Context: an optimization exercise on an open-source flow, tuned for small area. The choices shown serve that exercise and are no tape-out recipe. In this exercise RTL edits were held to simulation tests only and were not proved equivalent to the original. Power and IR drop assume default switching activity.

[flow/flow/run.sh]
#!/bin/bash
# The standard layout (the standard.sh: unchanged synthesis, floorplan,
# power grid, placement and routing) with two changes:
#  - ports are buffered with the smallest buffer instead of clkdlybuf4s50_1,
#  - clock tree sinks are clustered 30 to a buffer within 70 um, without
#    dummy loads.
# make's output goes to standard_make.log; each ORFS step keeps its own log
# under orfs/logs/.
set -euo pipefail
export BUFFER_PORTS_ARGS="-buffer_cell sky130_fd_sc_hd__buf_1"
export CTS_ARGS="-sink_clustering_enable -repair_clock_nets -dont_use_dummy_load -sink_clustering_size 30 -sink_clustering_max_diameter 70"
bash standard.sh > standard_make.log 2>&1
[flow/standard.sh]
#!/bin/bash
# synth_recipe.tcl (not shown) runs the flow's synth.tcl, then flattens the netlist and writes it again
# the make line also repeats each setting of config.mk as NAME=value (left out here)
make -C /OpenROAD-flow-scripts/flow DESIGN_CONFIG=/design/flow/config.mk WORK_HOME=/design/flow/orfs CLKGATE_MAP_FILE= SYNTH_SCRIPT=/design/flow/synth_recipe.tcl "${@:-finish}"
[flow/config.mk]
export PLATFORM = sky130hd
export DESIGN_NAME = cpu8_top
export DESIGN_NICKNAME = cpu8_top
export VERILOG_FILES = /design/flow/design.v
export SDC_FILE = /design/flow/constraint.sdc
export NUM_CORES = 4
export LEC_CHECK = 0
export CAP_MARGIN = 20
export CORE_MARGIN = 2
export CORE_UTILIZATION = 75
export SETUP_SLACK_MARGIN = 0.3
export SLEW_MARGIN = 20
export SYNTH_HIERARCHICAL = 1
export SYNTH_MINIMUM_KEEP_SIZE = 0
[flow/constraint.sdc]
create_clock -name core_clock -period 12.5 [get_ports {clk}]
set_input_delay 2.5000 -clock core_clock [delete_from_list [all_inputs] [get_ports {clk}]]
set_output_delay 2.5000 -clock core_clock [all_outputs]
set_load 0.01 [all_outputs]
[flow/design.v]
`timescale 1ns/1ns
package cpu8_core_pkg;
    localparam int data_w    = 8;
    localparam int num_regs  = 8;
    localparam int reg_idx_w = $clog2(num_regs);
    typedef logic [data_w-1:0]    data_t;
    typedef logic [reg_idx_w-1:0] reg_idx_t;
endpackage
`timescale 1ns/1ns
package cpu8_isa_pkg;
    localparam int cinstr_w = 16;
    typedef logic [cinstr_w-1:0] cinstr_t;
    localparam logic [4:0] c_add = 5'b00000;
    localparam logic [4:0] c_sub = 5'b00001;
    localparam logic [4:0] c_and = 5'b00010;
    localparam logic [4:0] c_or  = 5'b00011;
    localparam logic [4:0] c_mul = 5'b00100;
    localparam logic [4:0] c_sll = 5'b01000;
    localparam logic [4:0] c_srl = 5'b01001;
    localparam logic [4:0] c_sra = 5'b01010;
    localparam logic [4:0] c_ror = 5'b01011;
endpackage
`timescale 1ns/1ns
module control_unit (
    input  logic [31:0]           word,
    output cpu8_isa_pkg::cinstr_t enc
);
    logic [7:0] op;
    logic [2:0] rd, rs1, rs2;
    logic [5:0] off;
    logic [7:0] imm;
    assign op  = word[31:24];
    assign rd  = word[18:16];
    assign off = word[21:16];
    assign rs1 = word[10:8];
    assign rs2 = word[2:0];
    assign imm = word[7:0];
    function automatic logic [15:0] alu_form(input logic [4:0] c,
                                             input logic [2:0] a,
                                             input logic [2:0] b);
        alu_form = {2'b00, c[4:2], rd, c[1:0], a, b};
    endfunction
    always_comb begin
        case (op)
            8'd0:    enc = alu_form(cpu8_isa_pkg::c_add, rs1, rs2);
            8'd1:    enc = alu_form(cpu8_isa_pkg::c_sub, rs1, rs2);
            8'd2:    enc = alu_form(cpu8_isa_pkg::c_and, rs1, rs2);
            8'd3:    enc = alu_form(cpu8_isa_pkg::c_or,  rs1, rs2);
            8'd4:    enc = alu_form(cpu8_isa_pkg::c_or,  rs2, rs2);   
            8'd5:    enc = {2'b00, 3'b111, rd, imm};                  
            8'd6:    enc = {1'b1, 1'b0, off[5:3], off[2:0], imm};     
            8'd7:    enc = {2'b01, off[5:3], off[2:0], 1'b0, 1'b0, rs1, rs2};   
            8'd8:    enc = {2'b01, off[5:3], off[2:0], 1'b0, 1'b1, rs1, rs2};   
            8'd9:    enc = alu_form(cpu8_isa_pkg::c_mul, rs1, rs2);
            8'd10:   enc = alu_form(cpu8_isa_pkg::c_sll, rs1, rs2);
            8'd11:   enc = alu_form(cpu8_isa_pkg::c_srl, rs1, rs2);
            8'd12:   enc = alu_form(cpu8_isa_pkg::c_sra, rs1, rs2);
            8'd13:   enc = alu_form(cpu8_isa_pkg::c_ror, rs1, rs2);
            default: enc = {2'b00, 3'b110, rd, imm};                  
        endcase
    end
endmodule
`timescale 1ns/1ns
module mul8lo (
    input  logic [7:0] a,
    input  logic [7:0] b,
    output logic [7:0] p
);
    logic pp0_0, pp0_1, pp0_2, pp0_3, pp0_4, pp0_5, pp0_6, pp0_7, pp1_0, pp1_1, pp1_2, pp1_3, pp1_4, pp1_5, pp1_6, pp2_0, pp2_1, pp2_2, pp2_3, pp2_4, pp2_5, pp3_0, pp3_1, pp3_2, pp3_3, pp3_4, pp4_0, pp4_1, pp4_2, pp4_3, pp5_0, pp5_1, pp5_2, pp6_0, pp6_1, pp7_0, s0, c0, s1, c1, s2, c2, s3, c3, s4, c4, s5, c5, s6, c6, s7, c7, s8, c8, s9, c9, s10, c10, s11, c11, s12, c12, s13, c13, s14, c14, s15, c15, s16, c16, s17, c17, s18, c18, s19, c19, s20, c20, s21, c21, s22, c22, s23, c23, s24, c24, s25, c25, s26, c26, s27, c27;
    assign pp0_0 = a[0] & b[0];
    assign pp0_1 = a[1] & b[0];
    assign pp1_0 = a[0] & b[1];
    assign pp0_2 = a[2] & b[0];
    assign pp1_1 = a[1] & b[1];
    assign pp2_0 = a[0] & b[2];
    assign pp0_3 = a[3] & b[0];
    assign pp1_2 = a[2] & b[1];
    assign pp2_1 = a[1] & b[2];
    assign pp3_0 = a[0] & b[3];
    assign pp0_4 = a[4] & b[0];
    assign pp1_3 = a[3] & b[1];
    assign pp2_2 = a[2] & b[2];
    assign pp3_1 = a[1] & b[3];
    assign pp4_0 = a[0] & b[4];
    assign pp0_5 = a[5] & b[0];
    assign pp1_4 = a[4] & b[1];
    assign pp2_3 = a[3] & b[2];
    assign pp3_2 = a[2] & b[3];
    assign pp4_1 = a[1] & b[4];
    assign pp5_0 = a[0] & b[5];
    assign pp0_6 = a[6] & b[0];
    assign pp1_5 = a[5] & b[1];
    assign pp2_4 = a[4] & b[2];
    assign pp3_3 = a[3] & b[3];
    assign pp4_2 = a[2] & b[4];
    assign pp5_1 = a[1] & b[5];
    assign pp6_0 = a[0] & b[6];
    assign pp0_7 = a[7] & b[0];
    assign pp1_6 = a[6] & b[1];
    assign pp2_5 = a[5] & b[2];
    assign pp3_4 = a[4] & b[3];
    assign pp4_3 = a[3] & b[4];
    assign pp5_2 = a[2] & b[5];
    assign pp6_1 = a[1] & b[6];
    assign pp7_0 = a[0] & b[7];
    assign s0 = pp0_6 ^ pp1_5;
    assign c0 = pp0_6 & pp1_5;
    assign s1 = pp0_7 ^ pp1_6 ^ pp2_5;
    assign s2 = pp3_4 ^ pp4_3;
    assign s3 = pp0_4 ^ pp1_3;
    assign c3 = pp0_4 & pp1_3;
    assign s4 = pp0_5 ^ pp1_4 ^ pp2_3;
    assign c4 = (pp0_5 & pp1_4) | (pp0_5 & pp2_3) | (pp1_4 & pp2_3);
    assign s5 = pp3_2 ^ pp4_1;
    assign c5 = pp3_2 & pp4_1;
    assign s6 = pp2_4 ^ pp3_3 ^ pp4_2;
    assign c6 = (pp2_4 & pp3_3) | (pp2_4 & pp4_2) | (pp3_3 & pp4_2);
    assign s7 = pp5_1 ^ pp6_0 ^ s0;
    assign c7 = (pp5_1 & pp6_0) | (pp5_1 & s0) | (pp6_0 & s0);
    assign s8 = pp5_2 ^ pp6_1 ^ pp7_0;
    assign s9 = s1 ^ s2 ^ c0;
    assign s10 = pp0_3 ^ pp1_2;
    assign c10 = pp0_3 & pp1_2;
    assign s11 = pp2_2 ^ pp3_1 ^ pp4_0;
    assign c11 = (pp2_2 & pp3_1) | (pp2_2 & pp4_0) | (pp3_1 & pp4_0);
    assign s12 = pp5_0 ^ s4 ^ s5;
    assign c12 = (pp5_0 & s4) | (pp5_0 & s5) | (s4 & s5);
    assign s13 = s6 ^ s7 ^ c4;
    assign c13 = (s6 & s7) | (s6 & c4) | (s7 & c4);
    assign s14 = s8 ^ s9 ^ c6;
    assign s15 = pp0_2 ^ pp1_1;
    assign c15 = pp0_2 & pp1_1;
    assign s16 = pp2_1 ^ pp3_0 ^ s10;
    assign c16 = (pp2_1 & pp3_0) | (pp2_1 & s10) | (pp3_0 & s10);
    assign s17 = s3 ^ s11 ^ c10;
    assign c17 = (s3 & s11) | (s3 & c10) | (s11 & c10);
    assign s18 = c3 ^ s12 ^ c11;
    assign c18 = (c3 & s12) | (c3 & c11) | (s12 & c11);
    assign s19 = c5 ^ s13 ^ c12;
    assign c19 = (c5 & s13) | (c5 & c12) | (s13 & c12);
    assign s20 = c7 ^ s14 ^ c13;
    assign s21 = pp0_1 ^ pp1_0;
    assign c21 = pp0_1 & pp1_0;
    assign s22 = pp2_0 ^ s15 ^ c21;
    assign c22 = (pp2_0 & s15) | (pp2_0 & c21) | (s15 & c21);
    assign s23 = s16 ^ c15 ^ c22;
    assign c23 = (s16 & c15) | (s16 & c22) | (c15 & c22);
    assign s24 = s17 ^ c16 ^ c23;
    assign c24 = (s17 & c16) | (s17 & c23) | (c16 & c23);
    assign s25 = s18 ^ c17 ^ c24;
    assign c25 = (s18 & c17) | (s18 & c24) | (c17 & c24);
    assign s26 = s19 ^ c18 ^ c25;
    assign c26 = (s19 & c18) | (s19 & c25) | (c18 & c25);
    assign s27 = s20 ^ c19 ^ c26;
    assign p = {s27, s26, s25, s24, s23, s22, s21, pp0_0};
endmodule
module alu (
    input  cpu8_isa_pkg::cinstr_t e,
    input  cpu8_core_pkg::data_t  a,
    input  cpu8_core_pkg::data_t  b,
    output cpu8_core_pkg::data_t  result,
    output logic                  zero
);
    logic       is_br, fwd_imm;
    logic [4:0] c;
    logic       sub;
    logic [2:0] s, amt;
    logic       is_sll, is_sra, is_ror;
    cpu8_core_pkg::data_t sum, prod, rot, shifted, logic_r;
    logic [7:0] valid;
    assign c       = {e[13:11], e[7:6]};
    assign is_br   = ~e[15] & e[14];
    assign fwd_imm = e[15] | (~e[14] & e[13] & e[12]);   
    assign sub = is_br | (c == cpu8_isa_pkg::c_sub);
    always_comb begin
        logic cy, bb;
        cy = sub;
        for (int k = 0; k < 8; k++) begin
            bb     = b[k] ^ sub;
            sum[k] = a[k] ^ bb ^ cy;
            cy     = (a[k] & bb) | (a[k] & cy) | (bb & cy);
        end
    end
    assign zero = (sum == '0);
    assign logic_r = (a & b) | ({8{e[6]}} & (a | b));
    mul8lo u_mul (.a(a), .b(b), .p(prod));
    assign s      = e[2:0];
    assign is_sll = (e[7:6] == 2'b00);
    assign is_sra = (e[7:6] == 2'b10);
    assign is_ror = (e[7:6] == 2'b11);
    assign amt    = is_sll ? 3'(-s) : s;
    assign rot    = 8'({a, a} >> amt);
    always_comb begin
        for (int k = 0; k < 8; k++) begin
            valid[k]   = is_ror | (is_sll ? (k >= s) : (k <= 7 - s));
            shifted[k] = valid[k] ? rot[k] : (is_sra & a[7]);
        end
    end
    always_comb begin
        if (fwd_imm)       result = e[7:0];
        else if (is_br)    result = sum;   
        else begin
            case (e[12:11])
                2'b00:   result = e[7] ? logic_r : sum;
                2'b01:   result = prod;
                default: result = shifted;
            endcase
        end
    end
endmodule
`timescale 1ns/1ns
module reg_file (
    input  logic [63:0]             regs,   
    input  cpu8_core_pkg::reg_idx_t raddr1,
    input  cpu8_core_pkg::reg_idx_t raddr2,
    output cpu8_core_pkg::data_t    rdata1,
    output cpu8_core_pkg::data_t    rdata2
);
    logic [7:0] sel1, sel2;
    always_comb begin
        for (int j = 0; j < 8; j++) begin
            sel1[j] = (raddr1 == j);
            sel2[j] = (raddr2 == j);
        end
    end
    for (genvar b = 0; b < 8; b++) begin : g_bit
        logic [7:0] d;
        for (genvar j = 0; j < 8; j++) begin : g_r
            assign d[j] = regs[8*j + b];
        end
        sel8 u_r1 (.s(sel1), .d(d), .y(rdata1[b]));
        sel8 u_r2 (.s(sel2), .d(d), .y(rdata2[b]));
    end
endmodule
`timescale 1ns/1ns
module pc_unit (
    input  logic [5:0] pc,
    input  logic       taken,
    input  logic [5:0] offset,
    output logic [5:0] pc_next
);
    always_comb begin
        logic c, x;
        c = 1'b1;
        for (int k = 0; k < 6; k++) begin
            x          = offset[k] & taken;
            pc_next[k] = pc[k] ^ x ^ c;
            c          = (pc[k] & x) | (pc[k] & c) | (x & c);
        end
    end
endmodule
`timescale 1ns/1ns
module aoi222 (
    input  logic [2:0] s,
    input  logic [2:0] d,
    output logic       y_n
);
    assign y_n = ~|(d & s);
endmodule
module sel8 (
    input  logic [7:0] s,
    input  logic [7:0] d,
    output logic       y
);
    logic [1:0] t_n;
    aoi222 u_0 (.s(s[2:0]), .d(d[2:0]), .y_n(t_n[0]));
    aoi222 u_1 (.s(s[5:3]), .d(d[5:3]), .y_n(t_n[1]));
    assign y = ~&t_n | |(d[7:6] & s[7:6]);
endmodule
module sel64 (
    input  logic [63:0] s,
    input  logic [63:0] d,
    output logic        y
);
    logic [21:0] t_n;
    for (genvar i = 0; i < 21; i++) begin : g_aoi
        aoi222 u_aoi (.s(s[3*i +: 3]), .d(d[3*i +: 3]), .y_n(t_n[i]));
    end
    assign t_n[21] = ~(s[63] & d[63]);
    assign y = ~&t_n;
endmodule
module instr_mem #(
    parameter int w = cpu8_isa_pkg::cinstr_w
) (
    input  logic [64*w-1:0] words,   
    input  logic [5:0]      raddr,
    output logic [w-1:0]    rdata
);
    logic [63:0] sel;
    always_comb begin
        for (int i = 0; i < 64; i++) begin
            sel[i] = (raddr == i);
        end
    end
    for (genvar b = 0; b < w; b++) begin : g_bit
        logic [63:0] d;
        for (genvar i = 0; i < 64; i++) begin : g_w
            assign d[i] = words[w*i + b];
        end
        sel64 u_sel (.s(sel), .d(d), .y(rdata[b]));
    end
endmodule
`timescale 1ns/1ns
module cpu8_top #(
    parameter int imem_depth = 64
) (
    input  logic                          clk,
    input  logic                          rst_n,
    input  logic                          run,
    input  logic                          prog_we,
    input  logic [$clog2(imem_depth)-1:0] prog_addr,
    input  logic [31:0]                   prog_data,
    output logic                          retire,
    output logic [$clog2(imem_depth)-1:0] pc,
    output logic                          wb_en,
    output logic [2:0]                    wb_reg,
    output logic [7:0]                    wb_data
);
    localparam int w = cpu8_isa_pkg::cinstr_w;
    cpu8_isa_pkg::cinstr_t enc;
    cpu8_isa_pkg::cinstr_t e;
    cpu8_core_pkg::data_t  rdata1;
    cpu8_core_pkg::data_t  rdata2;
    cpu8_core_pkg::data_t  alu_result;
    logic                  alu_zero;
    logic                  rf_we;
    logic                  taken;
    logic [5:0]            pc_next;
    logic [w-1:0] mem [0:63];
    logic [64*w-1:0] mem_flat;
    logic [7:0] regs [0:7];
    logic [63:0] regs_flat;
    always_ff @(posedge clk) begin
        if (prog_we && !run) begin   
            mem[prog_addr] <= enc;
        end
    end
    always_ff @(posedge clk) begin
        for (int i = 0; i < 8; i++) begin
            if (!rst_n || (rf_we && e[10:8] == i)) begin
                regs[i] <= alu_result & {8{rst_n}};
            end
        end
    end
    always_ff @(posedge clk) begin
        if (!rst_n) begin
            pc <= '0;
        end else if (run) begin
            pc <= pc_next;
        end
    end
    always_comb begin
        for (int i = 0; i < 64; i++) mem_flat[w*i +: w] = mem[i];
        for (int i = 0; i < 8; i++)  regs_flat[8*i +: 8] = regs[i];
    end
    control_unit u_enc (
        .word (prog_data),
        .enc  (enc)
    );
    instr_mem u_imem (
        .words (mem_flat),
        .raddr (pc),
        .rdata (e)
    );
    assign rf_we = run & ~e[15] & ~e[14] & ~(e[13] & e[12] & ~e[11]);
    assign taken = e[15] | (e[14] & (e[6] ^ alu_zero));
    reg_file u_rf (
        .regs   (regs_flat),
        .raddr1 (e[5:3]),
        .raddr2 (e[2:0]),
        .rdata1 (rdata1),
        .rdata2 (rdata2)
    );
    alu u_alu (
        .e      (e),
        .a      (rdata1),
        .b      (rdata2),
        .result (alu_result),
        .zero   (alu_zero)
    );
    pc_unit u_pc (
        .pc      (pc),
        .taken   (taken),
        .offset  (e[13:8]),
        .pc_next (pc_next)
    );
    assign retire  = run;
    assign wb_en   = rf_we;
    assign wb_reg  = e[10:8];
    assign wb_data = alu_result;
endmodule
==> run_results.csv, run 1 <==
group,metric,value,unit
finish,multi_input_area,9130,um^2
hold_path,whs_path_depth,2,
finish,post-route-util,0.827,
floorplanning,fp.dieH,241,um
finish,mostFrequentLayoutCells,"edfxtp_1, a222oi_1, buf_4",
run,max-cap-violations,0,
status,outcome,"finished clean",
finish,seqCellArea,32800,um^2
yosys,async_flop_share,0,
yosys,avgSynthCellArea,18.5,um^2
route,wire_per_inst,34.2,um
clock_network,cts.path.max_buffers,3,
route,drt_iter0_drc,5788,
worst_setup_path,reg2reg_depth,35,
yosys,synth_area,42000,um^2
yosys,netlist.top_cell.by_area,"edfxtp_1",
clock_network,clk_latency,0.63,ns
yosys,synth_edf_count,1088,
power_and_ir_drop,vdd_drop_max,657,uV
finish,n_antenna_cell,0,
route,totalWireLength,110,mm
route,drc,0,
route,avgViaCountPerCell,7.92,
yosys,yosysWarningCount,13,
yosys,yosysSeqAreaShare,0.781,
placement,dpl.cell_count,3164,
yosys,synth_nets,2345,
sta,hold_slack,0.637,ns
worst_setup_path,worstSetupStartpointType,"flip-flop",
route,ant_nets,0,
power_and_ir_drop,p_leak,0.0143,uW
worst_setup_path,endpoint_kind,"output port",
clock_network,clk_pin_slew_worst_paths,0.05,ns
finish,mostFrequentLayoutCell,"edfxtp_1",
placement,dp.final_hpwl,69.4,mm
grt,grt_usage,0.383,
clock_network,clockRootBuffer,"clkbuf_16",
sta,fin_crit,11.97,ns
sta,finClkSkew,0.0612,ns
clock_network,clkSinkCount,1094,
floorplanning,die_area,57900,um^2
worst_setup_path,criticalPathCategory,"flip-flop to output port",
finish,final_nets,2548,
sta,setup_viol,0,
clock_network,cts-htree-levels,2,
worst_setup_path,cp.arrival,9.47,ns
sta,finalHoldViolCount,0,
placement,io_buffer_count,53,
floorplanning,rows,86,
clock_network,cts_buffers,45,
grt,grt_max_degree,66,
grt,grt_pass1_wl,158,mm
worst_setup_path,cp_max_fo,19,
floorplanning,initial_utilization,0.761,
sta,maxSlewHeadroom,0.196,
sta,max_freq,83.6,MHz
yosys,post_synth_num_cell_types,83,
yosys,synth_top_area_frac,0.778,
grt,grt_pass1_vias,24021,
sta,report.final.slew_viol_count,0,
route,num_vias,25442,
sta,rsz0062_at_grt,"false",
sta,min_period_over_period,0.957,
power_and_ir_drop,power.density,250,nW/um^2
yosys,ys_ff_latch,1094,
clock_network,ctsHoldBuffers,0,
finish,area_delta_synth_final,8.79,%
clock_network,cts_tree,"yes",
finish,final_cells,3213,
floorplanning,die_w,241,um
sta,tns,0,ns
finish,fill_cells,2642,
grt,gr-total-overflow,0,
route,firstDrtPassIters,13,
grt,grt_antenna_before_repair,7,
finish,final_layout_size_suffix_gt1_frac,0.145,
placement,routabilityCongestion,0.943,
floorplanning,ios,61,
sta,worstMarginPinSlew,1.20,ns
yosys,ys_top_cells_by_area,"edfxtp_1, a222oi_1, fa_1",
yosys,synthFlopType,"edfxtp_1",
yosys,synthesis.instances,2264,
floorplanning,core_area,55200,um^2
hold_path,hold_path_class,"flip-flop to flip-flop",
worst_setup_path,cp.required,10.00,ns
## modules after synthesis (local to each module, per instance)
| module | times used | cells inside | area [um^2] | flip-flops and latches |
|---|---|---|---|---|
| aoi222 | 368 | 1 | 10.0 | 0 |
| cpu8_top | 1 | 1237 | 33700 | 1094 |
| control_unit | 1 | 67 | 463 | 0 |
| instr_mem | 1 | 95 | 465 | 0 |
| sel64 | 16 | 9 | 51.3 | 0 |
| alu | 1 | 191 | 1530 | 0 |
| mul8lo | 1 | 94 | 803 | 0 |
| pc_unit | 1 | 20 | 166 | 0 |
| reg_file | 1 | 16 | 130 | 0 |
| sel8 | 16 | 2 | 12.5 | 0 |
## flip-flops by register name, summed over array words and instances, names as in the netlist
name,flops
mem,1024
regs,64
pc,6
## critical path, stage by stage, from the launching register on
cell and delay, ns:
dfxtp_1 1.02, nand4bb_1 0.58, nor2_1 0.82, buf_4 0.30, a222oi_1 0.12, nand2_1 0.27, a211oi_1 0.10, nand2_1 0.31
nor3_1 0.12, buf_4 0.19, a222oi_1 0.46, nand3_1 0.34, and2_1 0.26, ha_1 0.29, inv_1 0.08, fa_1 0.44
fa_1 0.45, fa_1 0.40, fa_1 0.37, inv_1 0.08, fa_1 0.17, xor2_1 0.17, xnor2_1 0.16, xnor2_1 0.14
xnor3_1 0.46, a2111oi_0 0.38, a31oi_1 0.21, buf_1 0.17
## cells in the mapped netlist, types with 18 or more instances
cell      number
mux2i_1       25
clkbuf_1      27
nor4_1        26
nand2_1       66
nor3_1        55
nand4_1       66
buf_2         18
nand3_1       40
and2_1        31
nor2_1        75
a211oi_1      19
a22oi_1       19
o21ai_0       18
fa_1          25
a222oi_1     368
buf_4         18
inv_1         41
edfxtp_1    1088
## report_power, final
| part | switching, uW | leakage, uW | internal, uW |
|---|---|---|---|
| combinational | 3350 | 0.00390 | 2050 |
| sequential | 99.6 | 0.00982 | 4280 |
| clock | 992 | 0.000555 | 649 |
| total | 4440 | 0.0143 | 6980 |
## final cells by class
type                    count  area share
flip-flops and latches   1094       0.718
inverters                  41     0.00337
repair buffers            227      0.0335
well taps                 748      0.0205
multi-input cells        1058       0.200
clock buffers              45      0.0247
## final timing paths
kind	startpoint	to	slack, ns
max reg2reg	pc[5]$_SDFFE_PN0P_	pc[5]$_SDFFE_PN0P_	1.52
min	pc[0]$_SDFFE_PN0P_	pc[0]$_SDFFE_PN0P_	0.64
min reg2reg	pc[0]$_SDFFE_PN0P_	pc[0]$_SDFFE_PN0P_	0.64
max	pc[5]$_SDFFE_PN0P_	wb_data[7]	0.53
## cells by family (layout without fill, tap and decap cells)
group | Yosys count | in the layout | synth area share
flops | 1094 | 1094 | 0.781
compound gates | 497 | 497 | 0.111
simple gates | 454 | 454 | 0.0617
buf+inv | 112 | 313 | 0.0131
fa+ha+maj | 43 | 43 | 0.0170
mux | 37 | 37 | 0.0104
xor+xnor | 27 | 27 | 0.00596
## layer usage
| layer | GRT usage | part of all wire |
|---|---|---|
| met5 | 0 | 0.00071 |
| met4 | 0.141 | 0.043 |
| met3 | 0.0796 | 0.14 |
| met2 | 0.615 | 0.49 |
| met1 | 0.533 | 0.33 |
## stage by stage
step                instance area [um^2]  setup WS (ns)  power (uW)
floorplan                          42000           2.88        8260
global placement                   44400           1.15        9550
detailed placement                 44400          0.900        9670
CTS                                45600          0.348       11300
global route                       45700          0.336       11900
finish                             45700          0.534       11400
## what timing repair did
action | CTS | global route
resized for setup | 5 | 6
setup endpoints to repair | 1 | 1
buffers inserted | 0 | 0
==> inputs of run 2 (changes only) <==
--- a/flow/design.v
+++ b/flow/design.v
@@ -257,6 +257,13 @@
 );
     assign y_n = ~|(d & s);
 endmodule
+module nor2 (
+    input  logic a,
+    input  logic b,
+    output logic y
+);
+    assign y = ~(a | b);
+endmodule
 module sel8 (
     input  logic [7:0] s,
     input  logic [7:0] d,
@@ -286,12 +293,17 @@
     input  logic [5:0]      raddr,
     output logic [w-1:0]    rdata
 );
+    logic [7:0]  row_n, col_n;
     logic [63:0] sel;
     always_comb begin
-        for (int i = 0; i < 64; i++) begin
-            sel[i] = (raddr == i);
+        for (int j = 0; j < 8; j++) begin
+            row_n[j] = ~(raddr[5:3] == j);
+            col_n[j] = ~(raddr[2:0] == j);
         end
     end
+    for (genvar i = 0; i < 64; i++) begin : g_sel
+        nor2 u_sel (.a(row_n[i / 8]), .b(col_n[i % 8]), .y(sel[i]));
+    end
     for (genvar b = 0; b < w; b++) begin : g_bit
         logic [63:0] d;
         for (genvar i = 0; i < 64; i++) begin : g_w
@@ -330,9 +342,22 @@
     logic [64*w-1:0] mem_flat;
     logic [7:0] regs [0:7];
     logic [63:0] regs_flat;
+    logic [7:0]  row_n, col_n;
+    logic [63:0] mem_we;
+    always_comb begin
+        for (int j = 0; j < 8; j++) begin
+            row_n[j] = ~(prog_we && !run && prog_addr[5:3] == j);   
+            col_n[j] = ~(prog_addr[2:0] == j);
+        end
+    end
+    for (genvar i = 0; i < 64; i++) begin : g_we
+        nor2 u_we (.a(row_n[i / 8]), .b(col_n[i % 8]), .y(mem_we[i]));
+    end
     always_ff @(posedge clk) begin
-        if (prog_we && !run) begin   
-            mem[prog_addr] <= enc;
+        for (int i = 0; i < 64; i++) begin
+            if (mem_we[i]) begin
+                mem[i] <= enc;
+            end
         end
     end
     always_ff @(posedge clk) begin
--- a/flow/config.mk
+++ b/flow/config.mk
@@ -8,7 +8,7 @@
 export CAP_MARGIN = 20
 export CORE_MARGIN = 2
 export CORE_UTILIZATION = 75
-export SETUP_SLACK_MARGIN = 0.3
+export SETUP_SLACK_MARGIN = 0.2
 export SLEW_MARGIN = 20
 export SYNTH_HIERARCHICAL = 1
 export SYNTH_MINIMUM_KEEP_SIZE = 0
==> run 2 against run 1 <==
Clock power about the same. Combinational power about the same. Register-to-register slack got worse by 0.18 ns. Setup slack got worse by 0.11 ns. Highest routed layer is now met4. Die area is 0.47% lower. Global-route usage shrank 0.25 points. Utilization decreased by 0.57 points. Sequential cell count unchanged. Maximum frequency shrank 0.90%. First-iteration DRC count is 2.8% lower. Synthesized area fell by 0.48%.
==> run_results.csv, run 2 <==
group,metric,value,unit
sta,maxSlewHeadroom,0.178,
yosys,synthesis.instances,2271,
route,drt_iter0_drc,5624,
clock_network,clk_pin_slew_worst_paths,0.09,ns
worst_setup_path,path_common_cell,"fa_1",
sta,setup_viol,0,
sta,rsz0062_at_grt,"false",
floorplanning,core_area,55100,um^2
worst_setup_path,cp_max_fo,16,
sta,worstMarginPinSlew,1.22,ns
finish,mostFrequentLayoutCells,"edfxtp_1, a222oi_1, buf_4",
sta,tns,0,ns
sta,report.final.slew_viol_count,0,
grt,grt_usage,0.381,
yosys,post_synth_num_cell_types,78,
floorplanning,rows,86,
run,max-cap-violations,0,
clock_network,cts_tree,"yes",
route,num_vias,25574,
finish,mostFrequentLayoutCell,"edfxtp_1",
route,wire_per_inst,33.4,um
sta,finClkSkew,0.0961,ns
grt,grt_max_degree,66,
clock_network,clkSinkCount,1094,
sta,max_freq,82.8,MHz
power_and_ir_drop,vdd_drop_max,380,uV
grt,grt_pass1_vias,24059,
yosys,yosysSeqAreaShare,0.785,
worst_setup_path,worstSetupStartpointType,"flip-flop",
worst_setup_path,criticalPathCategory,"flip-flop to output port",
yosys,async_flop_share,0,
placement,io_buffer_count,53,
grt,grt_antenna_before_repair,3,
worst_setup_path,cp.required,10.00,ns
clock_network,clk_latency,0.64,ns
yosys,synth_common_cells,"edfxtp_1, a222oi_1, nor2_1",
finish,largest_register_ff_count,1024,
clock_network,cts_buffers,45,
sta,min_period_over_period,0.966,
yosys,synthFlopType,"edfxtp_1",
yosys,post-synth-top-count-cell,"edfxtp_1",
status,outcome,"finished clean",
sta,finalHoldViolCount,0,
yosys,avgSynthCellArea,18.4,um^2
yosys,ys_top_cells_by_area,"edfxtp_1, a222oi_1, nor2_1",
worst_setup_path,crit_slowest_cell,"nor4_1",
finish,top_register,"mem",
yosys,ys_ff_latch,1094,
sta,fin_crit,12.07,ns
clock_network,ctsHoldBuffers,0,
finish,area_delta_synth_final,8.35,%
clock_network,cts-htree-levels,2,
yosys,synth_edf_count,1088,
floorplanning,fp.dieH,240,um
power_and_ir_drop,design_power_total,11400,uW
placement,routabilityCongestion,0.904,
grt,gr-total-overflow,0,
worst_setup_path,cp.arrival,9.57,ns
route,firstDrtPassIters,17,
power_and_ir_drop,power.density,251,nW/um^2
yosys,netlist.top_cell.by_area,"edfxtp_1",
finish,reg_top3,"mem x1024, regs x64, pc x6",
route,totalWireLength,109,mm
route,drc,0,
route,ant_nets,0,
clock_network,cts.path.max_buffers,3,
hold_path,hold_path_class,"flip-flop to flip-flop",
finish,final_nets,2586,
power_and_ir_drop,p_leak,0.0143,uW
worst_setup_path,endpoint_kind,"output port",
sta,hold_slack,0.688,ns
floorplanning,die_area,57600,um^2
floorplanning,initial_utilization,0.758,
grt,grt_pass1_wl,157,mm
route,avgViaCountPerCell,7.86,
yosys,synth_top_area_frac,0.782,
yosys,synth_area,41800,um^2
yosys,yosysWarningCount,14,
yosys,synth_nets,2353,
floorplanning,ios,61,
clock_network,clockRootBuffer,"clkbuf_16",
placement,dp.final_hpwl,68.0,mm
worst_setup_path,max_stage_delay,0.76,ns
floorplanning,die_w,240,um
finish,final_layout_size_suffix_gt1_frac,0.120,
==> run 2: critical path, delay by kind of cell, from the launching register on <==
kind / cells / cell delay [ns]
fa+ha+maj: 5 / 2.21
simple gates: 10 / 3.30
xor+xnor: 4 / 0.76
compound gates: 4 / 1.20
flops: 1 / 0.54
buf+inv: 6 / 0.97
==> run 2: repair_timing <==
| action | 4_1_cts | 5_1_grt |
|---|---|---|
| buffers inserted | 0 | 8 |
| gates resized for setup | 1 | 6 |
| cloned | 0 | 0 |
| endpoints found under the setup margin | 2 | 2 |
==> run 2: cell type report <==
| type | instances | area [um^2] |
|---|---|---|
| flip-flops and latches | 1094 | 32800 |
| fillers | 2736 | 9830 |
| clock buffers | 45 | 1130 |
| multi-input cells | 1095 | 8710 |
| diodes | 2 | 5.00 |
| inverters | 39 | 146 |
| well taps | 748 | 936 |
| repair buffers | 229 | 1550 |
==> run 2: stage by stage <==
stage / utilization / worst slack [ns] / std cells / cell area, um^2
floorplan: - / 3.20 / 2271 / 41800
global placement: 0.798 / 0.961 / 3197 / 44000
detailed placement: 0.798 / 0.751 / 3197 / 44000
CTS: 0.819 / 0.338 / 3242 / 45100
global route: 0.822 / 0.209 / 3250 / 45300
finish: 0.822 / 0.426 / 3252 / 45300
==> run 2: logic make-up after synthesis <==
group | after synthesis | synth area share
AO/OA/AOI/OAI | 502 | 0.112
XOR/XNOR | 27 | 0.00599
adder cells (fa/ha/maj) | 46 | 0.0179
buffers and inverters | 82 | 0.00973
flip-flops | 1094 | 0.785
multiplexers | 35 | 0.00889
AND/OR/NAND/NOR | 485 | 0.0607
==> run 2: modules after synthesis, one instance, submodules excluded <==
module	copies in the design	cells inside	flip-flops and latches
alu	1	227	0
reg_file	1	16	0
sel8	16	2	0
control_unit	1	68	0
aoi222	368	1	0
mul8lo	1	94	0
pc_unit	1	20	0
instr_mem	1	16	0
nor2	128	1	0
sel64	16	9	0
cpu8_top	1	1158	1094
==> run 2: power breakdown <==
part	total (uW)	switching [uW]	leakage, uW	internal (uW)
clock network	1650	1000	0.000555	648
logic	5370	3370	0.00395	2000
registers	4360	83.7	0.00982	4270
total	11400	4450	0.0143	6930
==> run 2: path summary, 6_finish.rpt <==
check / to / from / slack, ns / cells past startpoint
worst min-delay path: pc[0]$_SDFFE_PN0P_ / pc[0]$_SDFFE_PN0P_ / 0.69 / 2
worst max register to register: pc[5]$_SDFFE_PN0P_ / pc[0]$_SDFFE_PN0P_ / 1.34 / 40
worst max-delay path: wb_data[7] / pc[0]$_SDFFE_PN0P_ / 0.43 / 29
worst min register to register: pc[0]$_SDFFE_PN0P_ / pc[0]$_SDFFE_PN0P_ / 0.69 / 2
==> run 2: per-layer routing <==
layer | vias to the layer above | global-route usage | wire length [um]
met3 | 241 | 0.0741 | 16800
li1 | 10395 | - | -
met4 | 0 | 0.124 | 4220
met5 | - | 0 | 0
met2 | 2258 | 0.596 | 51600
met1 | 12680 | 0.555 | 36100

static timing again, ports no longer ideal:
Ports are ideal in the flow. The routed layouts listed here were re-timed in OpenROAD.
Step 1: set_driving_cell puts a clkbuf_16 on clk and a buf_2 on each other input, an assumption about the parent block.
Step 2 adds t to the input delays and takes it off the output delays; t is the mean of the earliest and latest rising clock arrival at the registers after step 1. Input paths then give back, and output paths get back, about the clock's delay inside the block.
Three values: no drivers, after step 1, after step 2; two values: the first two.
run	t, ns	setup WS [ns]	worst hold slack (ns)	worst register clock-pin slew, ns	worst slew at a driven data input, ns
run 1	0.660	0.534 / 0.471 / 1.132	0.637 / 0.637 / 0.637	0.12 / 0.12	0.08
run 2	0.655	0.426 / 0.364 / 1.019	0.688 / 0.688 / 0.688	0.12 / 0.12	0.07
After both steps every run listed still meets setup and hold.
